From an optimization exercise on the open Yosys and OpenROAD flow, aimed at small area and few clock cycles; shortcuts taken in it are not production practice. No functional check of the RTL was part of this run. Power and IR drop assume default switching activity.

===== flow/config.mk =====
export PLATFORM = sky130hd
export DESIGN_NAME = d_domain
export DESIGN_NICKNAME = d_domain
export VERILOG_FILES = /design/flow/design.v
export SDC_FILE = /design/flow/constraint.sdc
export NUM_CORES = 4
export LEC_CHECK = 0
export CAP_MARGIN = 20
export CORE_MARGIN = 2
export CORE_UTILIZATION = 40
export SLEW_MARGIN = 20

===== flow/design.v =====
`timescale 1ns/1ps
`default_nettype none
package dd_pkg;
    localparam int OPCODE_W  = 15;
    localparam int PAYLOAD_W = 17;
    localparam logic [OPCODE_W-1:0] OP_CONFIG     = 15'd1;
    localparam logic [OPCODE_W-1:0] OP_TRAIN_DONE = 15'd2;
    localparam logic [OPCODE_W-1:0] OP_DRAM_READY = 15'd3;
    localparam logic [OPCODE_W-1:0] OP_WINDOW     = 15'd4;
    localparam logic [OPCODE_W-1:0] OP_WRITE_DONE = 15'd5;
    localparam logic [OPCODE_W-1:0] OP_PROGRESS   = 15'd6;
    localparam int CONFIG_WORDS  = 39;
    localparam int CONFIG_FIELDS = 9;
    localparam int CONFIG_CNT_W  = $clog2(CONFIG_WORDS + 1);
    localparam int DRAM_DATA_W   = 256;
    localparam int APP_ADDR_W    = 29;
    localparam int APP_MASK_W    = DRAM_DATA_W / 8;
    localparam int WIN_ADDR_W    = 32;
    localparam int ADDR_STEP     = 8;
    localparam int PROGRESS_STEP = 10000;
    localparam int PROG_CNT_W    = $clog2(PROGRESS_STEP + 1);
    localparam logic [2:0] APP_CMD_WRITE = 3'b000;
    typedef struct packed {
        logic [PAYLOAD_W-1:0] payload;
        logic [OPCODE_W-1:0]  opcode;
    } cmd_word_t;
    typedef logic [DRAM_DATA_W-1:0] dram_word_t;
    typedef struct packed {
        logic                  en;
        logic [2:0]            cmd;
        logic [APP_ADDR_W-1:0] addr;
        logic                  wdf_wren;
        dram_word_t            wdf_data;
        logic                  wdf_end;
        logic [APP_MASK_W-1:0] wdf_mask;
    } app_write_t;
    typedef struct packed {
        logic [1:0]  asic_mode;
        logic [15:0] training_epochs;
        logic [15:0] inference_epochs;
        logic [1:0]  dataset;
        logic [15:0] timesteps;
        logic [15:0] input_size;
        logic        long_streaming;
        logic        binary_classifier;
        logic        loser_encourage;
    } asic_config_t;
endpackage
`default_nettype wire
`timescale 1ns/1ps
`default_nettype none
module stream_slice #(
    parameter int W = 32
) (
    input  logic     ui_clk,
    input  logic     rst,
    input  logic     in_valid,
    output logic     in_ready,
    input  logic [W-1:0] in_data,
    output logic     out_valid,
    input  logic     out_ready,
    output logic [W-1:0] out_data
);
    logic     skid_valid;
    logic [W-1:0] skid_data;
    always_ff @(posedge ui_clk) begin
        if (rst) begin
            out_valid  <= 1'b0;
            skid_valid <= 1'b0;
            in_ready   <= 1'b0;
        end else if (out_ready || !out_valid) begin
            if (skid_valid) begin
                out_valid  <= 1'b1;
                out_data   <= skid_data;
                skid_valid <= 1'b0;
            end else begin
                out_valid <= in_valid && in_ready;
                out_data  <= in_data;
            end
            in_ready <= 1'b1;
        end else if (in_valid && in_ready) begin
            skid_valid <= 1'b1;
            skid_data  <= in_data;
            in_ready   <= 1'b0;
        end else begin
            in_ready <= !skid_valid;
        end
    end
endmodule
`default_nettype wire
`timescale 1ns/1ps
`default_nettype none
module cmd_decoder (
    input  logic                 p2d_valid,
    output logic                 p2d_ready,
    input  dd_pkg::cmd_word_t            p2d_cmd,
    output logic                 cfg_valid,
    input  logic                 cfg_ready,
    output logic                 win_valid,
    output logic [dd_pkg::PAYLOAD_W-1:0] win_payload
);
    logic is_cfg;
    logic is_win;
    always_comb begin
        is_cfg = (p2d_cmd.opcode == dd_pkg::OP_CONFIG);
        is_win = (p2d_cmd.opcode == dd_pkg::OP_WINDOW);
    end
    always_comb begin
        cfg_valid   = p2d_valid && is_cfg;
        win_valid   = p2d_valid && is_win;
        win_payload = p2d_cmd.payload;
    end
    always_comb begin
        if (is_cfg) begin
            p2d_ready = cfg_ready;
        end else begin
            p2d_ready = 1'b1;
        end
    end
endmodule
`default_nettype wire
`timescale 1ns/1ps
`default_nettype none
module config_capture (
    input  logic         ui_clk,
    input  logic         rst,
    input  logic         cfg_valid,
    output logic         cfg_ready,
    input  dd_pkg::cmd_word_t    cfg_cmd,
    output logic         d2a_valid,
    input  logic         d2a_ready,
    output dd_pkg::cmd_word_t    d2a_cmd,
    input  logic         a2d_valid,
    output logic         a2d_ready,
    input  dd_pkg::cmd_word_t    a2d_cmd,
    output logic         done_valid,
    input  logic         done_ready,
    output dd_pkg::cmd_word_t    done_cmd,
    output dd_pkg::asic_config_t asic_config
);
    localparam int CNT_W = dd_pkg::CONFIG_CNT_W;
    logic [CNT_W-1:0] cfg_count;
    logic                    cfg_fire;
    logic                    seq_full;
    logic                    is_done;
    stream_slice #(
        .W (dd_pkg::OPCODE_W + dd_pkg::PAYLOAD_W)
    ) u_d2a_slice (
        .ui_clk    (ui_clk),
        .rst       (rst),
        .in_valid  (cfg_valid),
        .in_ready  (cfg_ready),
        .in_data   (cfg_cmd),
        .out_valid (d2a_valid),
        .out_ready (d2a_ready),
        .out_data  (d2a_cmd)
    );
    always_comb begin
        cfg_fire = cfg_valid && cfg_ready;
        seq_full = (cfg_count == CNT_W'(dd_pkg::CONFIG_WORDS));
        is_done  = (a2d_cmd.opcode == dd_pkg::OP_TRAIN_DONE);
    end
    always_comb begin
        done_valid = a2d_valid && is_done && seq_full;
        done_cmd   = a2d_cmd;
        a2d_ready  = is_done ? (seq_full && done_ready) : 1'b1;
    end
    always_ff @(posedge ui_clk) begin
        if (rst) begin
            cfg_count   <= '0;
            asic_config <= '0;
        end else begin
            if (done_valid && done_ready) begin
                cfg_count <= '0;
            end else if (cfg_fire && !seq_full) begin
                cfg_count <= cfg_count + 1'b1;
            end
            if (cfg_fire && cfg_count < CNT_W'(dd_pkg::CONFIG_FIELDS)) begin
                case (cfg_count)
                    0: asic_config.asic_mode         <= cfg_cmd.payload[1:0];
                    1: asic_config.training_epochs   <= cfg_cmd.payload[15:0];
                    2: asic_config.inference_epochs  <= cfg_cmd.payload[15:0];
                    3: asic_config.dataset           <= cfg_cmd.payload[1:0];
                    4: asic_config.timesteps         <= cfg_cmd.payload[15:0];
                    5: asic_config.input_size        <= cfg_cmd.payload[15:0];
                    6: asic_config.long_streaming    <= cfg_cmd.payload[0];
                    7: asic_config.binary_classifier <= cfg_cmd.payload[0];
                    default: asic_config.loser_encourage <= cfg_cmd.payload[0];
                endcase
            end
        end
    end
endmodule
`default_nettype wire
`timescale 1ns/1ps
`default_nettype none
module dram_writer (
    input  logic                 ui_clk,
    input  logic                 rst,
    input  logic                 win_valid,
    input  logic [dd_pkg::PAYLOAD_W-1:0] win_payload,
    input  logic                 data_valid,
    output logic                 data_ready,
    input  dd_pkg::dram_word_t           data,
    input  logic                 app_rdy,
    input  logic                 app_wdf_rdy,
    output dd_pkg::app_write_t           app_req,
    output logic                 event_valid,
    input  logic                 event_ready,
    output dd_pkg::cmd_word_t            event_cmd
);
    localparam int AW = dd_pkg::WIN_ADDR_W;
    localparam int PW = dd_pkg::PROG_CNT_W;
    logic                  sl_valid;
    logic                  sl_ready;
    dd_pkg::dram_word_t            sl_data;
    logic                  wr_fire;
    logic [dd_pkg::WIN_ADDR_W-1:0] base_addr;
    logic [dd_pkg::WIN_ADDR_W-1:0] last_addr;
    logic [1:0]            win_idx;
    logic [dd_pkg::WIN_ADDR_W-1:0] write_count;
    logic [dd_pkg::WIN_ADDR_W-1:0] next_count;
    logic [dd_pkg::APP_ADDR_W-1:0] wr_addr;
    logic [dd_pkg::PROG_CNT_W-1:0] prog_acc;
    logic [dd_pkg::PROG_CNT_W-1:0] prog_next;
    logic                  prog_hit;
    logic                  last_hit;
    stream_slice #(
        .W (dd_pkg::DRAM_DATA_W)
    ) u_data_slice (
        .ui_clk    (ui_clk),
        .rst       (rst),
        .in_valid  (data_valid),
        .in_ready  (data_ready),
        .in_data   (data),
        .out_valid (sl_valid),
        .out_ready (sl_ready),
        .out_data  (sl_data)
    );
    always_comb begin
        sl_ready   = app_rdy && app_wdf_rdy && !event_valid;
        wr_fire    = sl_valid && sl_ready;
        wr_addr    = base_addr[dd_pkg::APP_ADDR_W-1:0] + write_count[dd_pkg::APP_ADDR_W-1:0];
        next_count = write_count + AW'(dd_pkg::ADDR_STEP);
        last_hit   = (last_addr == AW'(wr_addr));
        prog_next  = prog_acc + PW'(dd_pkg::ADDR_STEP);
        prog_hit   = (prog_next == PW'(dd_pkg::PROGRESS_STEP));
    end
    always_ff @(posedge ui_clk) begin
        if (rst) begin
            base_addr   <= '0;
            last_addr   <= '0;
            win_idx     <= '0;
            write_count <= '0;
            prog_acc    <= '0;
            event_valid <= 1'b0;
            app_req     <= '0;
        end else begin
            app_req <= '0;
            if (win_valid) begin
                case (win_idx)
                    2'd0: base_addr[15:0]  <= win_payload[15:0];
                    2'd1: base_addr[31:16] <= win_payload[15:0];
                    2'd2: last_addr[15:0]  <= win_payload[15:0];
                    default: last_addr[31:16] <= win_payload[15:0];
                endcase
                win_idx     <= win_idx + 1'b1;
                write_count <= '0;
                prog_acc    <= '0;
            end else if (wr_fire) begin
                write_count <= next_count;
                prog_acc    <= prog_hit ? '0 : prog_next;
            end
            if (wr_fire) begin
                app_req.en       <= 1'b1;
                app_req.cmd      <= dd_pkg::APP_CMD_WRITE;
                app_req.addr     <= wr_addr;
                app_req.wdf_wren <= 1'b1;
                app_req.wdf_data <= sl_data;
                app_req.wdf_end  <= 1'b1;
                app_req.wdf_mask <= '0;
            end
            if (wr_fire && last_hit) begin
                event_valid       <= 1'b1;
                event_cmd.opcode  <= dd_pkg::OP_WRITE_DONE;
                event_cmd.payload <= '0;
            end else if (wr_fire && prog_hit) begin
                event_valid       <= 1'b1;
                event_cmd.opcode  <= dd_pkg::OP_PROGRESS;
                event_cmd.payload <= next_count[dd_pkg::PAYLOAD_W-1:0];
            end else if (event_ready) begin
                event_valid <= 1'b0;
            end
        end
    end
endmodule
`default_nettype wire
`timescale 1ns/1ps
`default_nettype none
module status_arbiter (
    input  logic      ui_clk,
    input  logic      rst,
    input  logic      calib_done,
    input  logic      done_valid,
    output logic      done_ready,
    input  dd_pkg::cmd_word_t done_cmd,
    input  logic      event_valid,
    output logic      event_ready,
    input  dd_pkg::cmd_word_t event_cmd,
    output logic      d2p_valid,
    input  logic      d2p_ready,
    output dd_pkg::cmd_word_t d2p_cmd
);
    logic ready_sent;
    logic ready_due;
    logic load;
    always_comb begin
        ready_due = calib_done && !ready_sent;
        load      = !d2p_valid || d2p_ready;
    end
    always_comb begin
        done_ready  = load && !ready_due;
        event_ready = load && !ready_due && !done_valid;
    end
    always_ff @(posedge ui_clk) begin
        if (rst) begin
            ready_sent <= 1'b0;
            d2p_valid  <= 1'b0;
        end else if (load) begin
            if (ready_due) begin
                d2p_valid       <= 1'b1;
                d2p_cmd.opcode  <= dd_pkg::OP_DRAM_READY;
                d2p_cmd.payload <= '0;
                ready_sent      <= 1'b1;
            end else if (done_valid) begin
                d2p_valid <= 1'b1;
                d2p_cmd   <= done_cmd;
            end else if (event_valid) begin
                d2p_valid <= 1'b1;
                d2p_cmd   <= event_cmd;
            end else begin
                d2p_valid <= 1'b0;
            end
        end
    end
endmodule
`default_nettype wire
`timescale 1ns/1ps
`default_nettype none
module d_domain_top (
    input  logic         ui_clk,
    input  logic         rst,
    input  logic         p2d_cmd_valid,
    output logic         p2d_cmd_ready,
    input  dd_pkg::cmd_word_t    p2d_cmd,
    input  logic         p2d_data_valid,
    output logic         p2d_data_ready,
    input  dd_pkg::dram_word_t   p2d_data,
    input  logic         a2d_cmd_valid,
    output logic         a2d_cmd_ready,
    input  dd_pkg::cmd_word_t    a2d_cmd,
    input  logic         calib_done,
    input  logic         app_rdy,
    input  logic         app_wdf_rdy,
    output logic         d2p_cmd_valid,
    input  logic         d2p_cmd_ready,
    output dd_pkg::cmd_word_t    d2p_cmd,
    output logic         d2a_cmd_valid,
    input  logic         d2a_cmd_ready,
    output dd_pkg::cmd_word_t    d2a_cmd,
    output dd_pkg::app_write_t   app_req,
    output dd_pkg::asic_config_t asic_config
);
    logic                 cfg_valid;
    logic                 cfg_ready;
    logic                 win_valid;
    logic [dd_pkg::PAYLOAD_W-1:0] win_payload;
    logic                 done_valid;
    logic                 done_ready;
    dd_pkg::cmd_word_t            done_cmd;
    logic                 event_valid;
    logic                 event_ready;
    dd_pkg::cmd_word_t            event_cmd;
    cmd_decoder u_cmd_decoder (
        .p2d_valid   (p2d_cmd_valid),
        .p2d_ready   (p2d_cmd_ready),
        .p2d_cmd     (p2d_cmd),
        .cfg_valid   (cfg_valid),
        .cfg_ready   (cfg_ready),
        .win_valid   (win_valid),
        .win_payload (win_payload)
    );
    config_capture u_config_capture (
        .ui_clk      (ui_clk),
        .rst         (rst),
        .cfg_valid   (cfg_valid),
        .cfg_ready   (cfg_ready),
        .cfg_cmd     (p2d_cmd),
        .d2a_valid   (d2a_cmd_valid),
        .d2a_ready   (d2a_cmd_ready),
        .d2a_cmd     (d2a_cmd),
        .a2d_valid   (a2d_cmd_valid),
        .a2d_ready   (a2d_cmd_ready),
        .a2d_cmd     (a2d_cmd),
        .done_valid  (done_valid),
        .done_ready  (done_ready),
        .done_cmd    (done_cmd),
        .asic_config (asic_config)
    );
    dram_writer u_dram_writer (
        .ui_clk      (ui_clk),
        .rst         (rst),
        .win_valid   (win_valid),
        .win_payload (win_payload),
        .data_valid  (p2d_data_valid),
        .data_ready  (p2d_data_ready),
        .data        (p2d_data),
        .app_rdy     (app_rdy),
        .app_wdf_rdy (app_wdf_rdy),
        .app_req     (app_req),
        .event_valid (event_valid),
        .event_ready (event_ready),
        .event_cmd   (event_cmd)
    );
    status_arbiter u_status_arbiter (
        .ui_clk      (ui_clk),
        .rst         (rst),
        .calib_done  (calib_done),
        .done_valid  (done_valid),
        .done_ready  (done_ready),
        .done_cmd    (done_cmd),
        .event_valid (event_valid),
        .event_ready (event_ready),
        .event_cmd   (event_cmd),
        .d2p_valid   (d2p_cmd_valid),
        .d2p_ready   (d2p_cmd_ready),
        .d2p_cmd     (d2p_cmd)
    );
endmodule
`default_nettype wire
`timescale 1ns/1ps
`default_nettype none
module d_domain (
    input  logic         ui_clk,
    input  logic         rst,
    input  logic         p2d_cmd_valid,
    output logic         p2d_cmd_ready,
    input  logic [31:0]  p2d_cmd,
    input  logic         p2d_data_valid,
    output logic         p2d_data_ready,
    input  logic [255:0] p2d_data,
    input  logic         a2d_cmd_valid,
    output logic         a2d_cmd_ready,
    input  logic [31:0]  a2d_cmd,
    input  logic         calib_done,
    input  logic         app_rdy,
    input  logic         app_wdf_rdy,
    output logic         d2p_cmd_valid,
    input  logic         d2p_cmd_ready,
    output logic [31:0]  d2p_cmd,
    output logic         d2a_cmd_valid,
    input  logic         d2a_cmd_ready,
    output logic [31:0]  d2a_cmd,
    output logic         app_en,
    output logic [2:0]   app_cmd,
    output logic [28:0]  app_addr,
    output logic         app_wdf_wren,
    output logic [255:0] app_wdf_data,
    output logic         app_wdf_end,
    output logic [31:0]  app_wdf_mask,
    output logic [1:0]   cfg_asic_mode,
    output logic [15:0]  cfg_training_epochs,
    output logic [15:0]  cfg_inference_epochs,
    output logic [1:0]   cfg_dataset,
    output logic [15:0]  cfg_timesteps,
    output logic [15:0]  cfg_input_size,
    output logic         cfg_long_streaming,
    output logic         cfg_binary_classifier,
    output logic         cfg_loser_encourage
);
    dd_pkg::app_write_t   app_req;
    dd_pkg::asic_config_t asic_config;
    d_domain_top u_top (
        .ui_clk         (ui_clk),
        .rst            (rst),
        .p2d_cmd_valid  (p2d_cmd_valid),
        .p2d_cmd_ready  (p2d_cmd_ready),
        .p2d_cmd        (p2d_cmd),
        .p2d_data_valid (p2d_data_valid),
        .p2d_data_ready (p2d_data_ready),
        .p2d_data       (p2d_data),
        .a2d_cmd_valid  (a2d_cmd_valid),
        .a2d_cmd_ready  (a2d_cmd_ready),
        .a2d_cmd        (a2d_cmd),
        .calib_done     (calib_done),
        .app_rdy        (app_rdy),
        .app_wdf_rdy    (app_wdf_rdy),
        .d2p_cmd_valid  (d2p_cmd_valid),
        .d2p_cmd_ready  (d2p_cmd_ready),
        .d2p_cmd        (d2p_cmd),
        .d2a_cmd_valid  (d2a_cmd_valid),
        .d2a_cmd_ready  (d2a_cmd_ready),
        .d2a_cmd        (d2a_cmd),
        .app_req        (app_req),
        .asic_config    (asic_config)
    );
    always_comb begin
        app_en                = app_req.en;
        app_cmd               = app_req.cmd;
        app_addr              = app_req.addr;
        app_wdf_wren          = app_req.wdf_wren;
        app_wdf_data          = app_req.wdf_data;
        app_wdf_end           = app_req.wdf_end;
        app_wdf_mask          = app_req.wdf_mask;
        cfg_asic_mode         = asic_config.asic_mode;
        cfg_training_epochs   = asic_config.training_epochs;
        cfg_inference_epochs  = asic_config.inference_epochs;
        cfg_dataset           = asic_config.dataset;
        cfg_timesteps         = asic_config.timesteps;
        cfg_input_size        = asic_config.input_size;
        cfg_long_streaming    = asic_config.long_streaming;
        cfg_binary_classifier = asic_config.binary_classifier;
        cfg_loser_encourage   = asic_config.loser_encourage;
    end
endmodule
`default_nettype wire

===== flow/run.sh =====
#!/bin/bash
# synth_recipe.tcl (not shown) runs the flow's synth.tcl, then flattens the netlist and writes it again
# the make line also repeats each setting of config.mk as NAME=value (left out here)
make -C /OpenROAD-flow-scripts/flow DESIGN_CONFIG=/design/flow/config.mk WORK_HOME=/design/flow/orfs CLKGATE_MAP_FILE= SYNTH_SCRIPT=/design/flow/synth_recipe.tcl finish

===== flow/constraint.sdc =====
create_clock -name core_clock -period 5.0 [get_ports {ui_clk}]
set_input_delay 1.0000 -clock core_clock [delete_from_list [all_inputs] [get_ports {ui_clk}]]
set_output_delay 1.0000 -clock core_clock [all_outputs]
set_load 0.01 [all_outputs]

==> run notes <==
[worst paths after layout]
path	startpoint	to	slack, ns	cells after the start
worst min register to register	u_top.u_dram_writer.u_data_slice.out_data[39]	u_top.u_dram_writer.app_req[72]	0.42	1
worst min-delay path	u_top.u_dram_writer.u_data_slice.out_data[39]	u_top.u_dram_writer.app_req[72]	0.42	1
worst max register to register	u_top.u_dram_writer.write_count[3]	u_top.u_dram_writer.event_cmd[22]	0.88	12
worst max-delay path	u_top.u_dram_writer.write_count[3]	u_top.u_dram_writer.event_cmd[22]	0.88	12
[cell usage in the layout (no fill, tap or decap), types with 25 or more instances in the layout]
cell             synthesis  routed
mux2i_1                 52      52
nand3_1                 82      82
clkbuf_1               127      25
conb_1                   1      47
nand2_1                223     222
edfxtp_1               624     624
o21ai_0                 26      25
dfxtp_1                472     471
xnor2_1                 48      48
clkdlybuf4s50_1          0     756
nor2_1                 145     145
nor3_1                  28      25
mux2_2                 289     289
a21oi_1                155     155
ha_1                    36      36
and2_1                 274     273
clkbuf_16                0     120
xor2_1                  40      40
buf_4                   41      25
[stage by stage]
step,std cells,setup WS (ns),power [mW]
2_1_floorplan,2969,-2.66,10.4
3_3_place_gp,4867,0.558,10.8
3_5_place_dp,4867,0.528,10.9
4_1_cts,5086,0.913,19.5
5_1_grt,5093,0.582,19.9
6_report,5096,0.875,19.2
[sequential cells by signal, summed over array words and instances, names as in the netlist, 16 cells and up]
register and cells:
u_top.u_dram_writer.event_cmd 16, u_top.u_dram_writer.u_data_slice.skid_data 256, u_top.u_config_capture.u_d2a_slice.out_data 32, u_top.u_dram_writer.u_data_slice.out_data 256
u_top.u_config_capture.u_d2a_slice.skid_data 32, u_top.u_dram_writer.base_addr 29, u_top.u_dram_writer.write_count 26, u_top.u_dram_writer.last_addr 32
u_top.u_config_capture.asic_config 71, u_top.u_status_arbiter.d2p_cmd 32, u_top.u_dram_writer.app_req 286
[where the power goes]
| part | internal (mW) | total (mW) | switching [mW] |
|---|---|---|---|
| Clock | 4.92 | 8.58 | 3.65 |
| Sequential | 9.77 | 9.82 | 0.0460 |
| Combinational | 0.455 | 0.831 | 0.376 |
[layer usage]
layer / track usage [%] / wire [µm]
met5: 0 / 238
met4: 6.72 / 3230
met3: 8.99 / 10800
met2: 35.6 / 54400
met1: 24.5 / 44200
[kinds of logic after synthesis]
group           after synthesis
compound gates              263
other cells                   1
flops                      1096
xor+xnor                     93
fa+ha+maj                    37
mux                         341
buf+inv                     216
simple gates                876
[critical path, cell delays in order, from the launching register on]
cell	delay (ns)
dfxtp_1	0.43
ha_1	0.22
inv_1	0.07
fa_1	0.45
nor2b_1	0.22
o21ai_0	0.21
a21boi_0	0.47
nand2b_1	0.22
xor3_1	0.28
a2111oi_0	0.33
nand4_1	0.27
o41ai_2	0.37
buf_4	0.28
[area by class of cell]
cell class / count / area (µm²)
antenna: 10 / 25.0
clock buffer: 162 / 3330
clock inverter: 57 / 531
fill: 8415 / 46800
inverter: 22 / 87.6
multi-input combinational: 1657 / 11500
sequential: 1096 / 28200
tap: 1298 / 1620
timing repair buffer: 794 / 8020
==> results.cfg <==
[run_status]
outcome = finished clean

[setup_path]
cp-end-kind = register
crit_path_max_fanout = 16
required_ns = 5.38
cp-start-kind = register
cp_data_arrival_time_ns = 4.50
worstSetupPathType = reg2reg

[global_route]
grt_remaining_overflow = 0
grt_max_degree = 140
grt_usage_pct = 21.2
antenna_found_initial = 30
first_global_vias = 24855
grt_pass1_wl_um = 163000

[clocking]
ctsHoldBuffers = 0
clock_path_buffers = 3
clkTransAtPathRegs_ns = 0.06
cts_root_buf = clkbuf_16
clk_latency_ns = 0.72
cts_tree = built
post_cts_resized = 0
cts_made_buffers = 115
post_cts.repair.setup_buffers = 0
cts_sinks = 1096
h-tree-depth = 3

[sta]
worst_pin_slew_ns = 1.01
finalWorstPathRequiredPeriod_ns = 4.12
maxSlewHeadroom_pct = 31.9
rsz0062_at_grt = no
fmax_mhz = 242
clock_skew_ns = 0.0419
slew_viol_final = 0
timing.setup.tns_ns = 0
setup_violations = 0
finalCritPeriodShare_pct = 82.5
finalHoldViolCount = 0
holdWs_ns = 0.422

[yosys]
synth_async_sr_flop_share_pct = 0
synth_seq_area_share_pct = 69.7
synth_edf_count = 624
mappedNetlistArea_mm2 = 0.0405
yosysWarnings = 7
synth.avg_cell_area_um2 = 13.8
synth_fa_ha_area_share_pct = 1.16
synth_top_area_share_pct = 46.3
yosys.area.top_type = edfxtp_1
ys_top_cells_by_count = edfxtp_1, dfxtp_1, mux2_2, and2_1, nand2_1
synth.distinct_cells = 82
synth_top_family_by_area = simple AND/OR/NAND/NOR gates
muxShareOfSynthArea_pct = 9.33
synth-compound-area-share_pct = 3.86
ys_seq_elements = 1096
synthTopCellsByArea = edfxtp_1, dfxtp_1, mux2_2
ys.flop_type = edfxtp_1
yosys.area_share.simple_pct = 11.3
synthCells = 2923
synth-xor-area-share_pct = 2.19
synth.most_common_cell = edfxtp_1

[floorplanning]
initial_utilization_pct = 40.4
core_mm2 = 0.100
die_area_mm2 = 0.104
placementRows = 116
die_width_um = 322
io_pins = 793
die_h_um = 322

[detailed_routing]
wire_per_inst_um = 22.1
drtIter0Drc = 1532
drtAntennaViolNets = 0
drcViolationCount = 0
dr.pass1.iters = 5
dr_total_vias = 25047
viasPerCell = 4.92
wl_um = 113000

[place]
dpl_cell_area_mm2 = 0.0494
port_buffers = 757
place.gp.congestion = 0.872
dp_hpwl_um = 79100

[final_layout]
fin_area_mm2 = 0.0533
drive_gt1_share_pct = 14.2
fin_nets = 4053
finish.utilization_pct = 53.2
area_growth_pct = 31.7

[hold_path]
hold_class = reg2reg

[power_and_ir_drop]
peakVddDrop_mv = 0.295
p_leak_nw = 18.8
power_per_cell_area_mw_per_mm2 = 361

[job]
cap_violations = 0

port drivers added, routing unchanged:
The flow's constraints put no driver on any port. The routed layout listed below was extracted and timed again, unchanged, in two steps. Step 1, drivers: a clkbuf_16 drives ui_clk and a buf_2 each remaining input, both assumed. Step 2 times the ports against the registers' clock, not the clock port: input delays grow and output delays shrink by t, the midpoint of the rising clock arrivals with the driver on. a / b / c = no drivers / after step 1 / after step 2; a / b = the first two.
t, ns: 0.768
slack for setup (ns): 0.875 / 0.875 / 0.499
clock arrival spread, ns: 0.044 / 0.044
After both steps setup and hold are still met in this run. For this run, drivers alone change the setup slack by 0.000 ns; drivers and shift together by -0.376 ns.
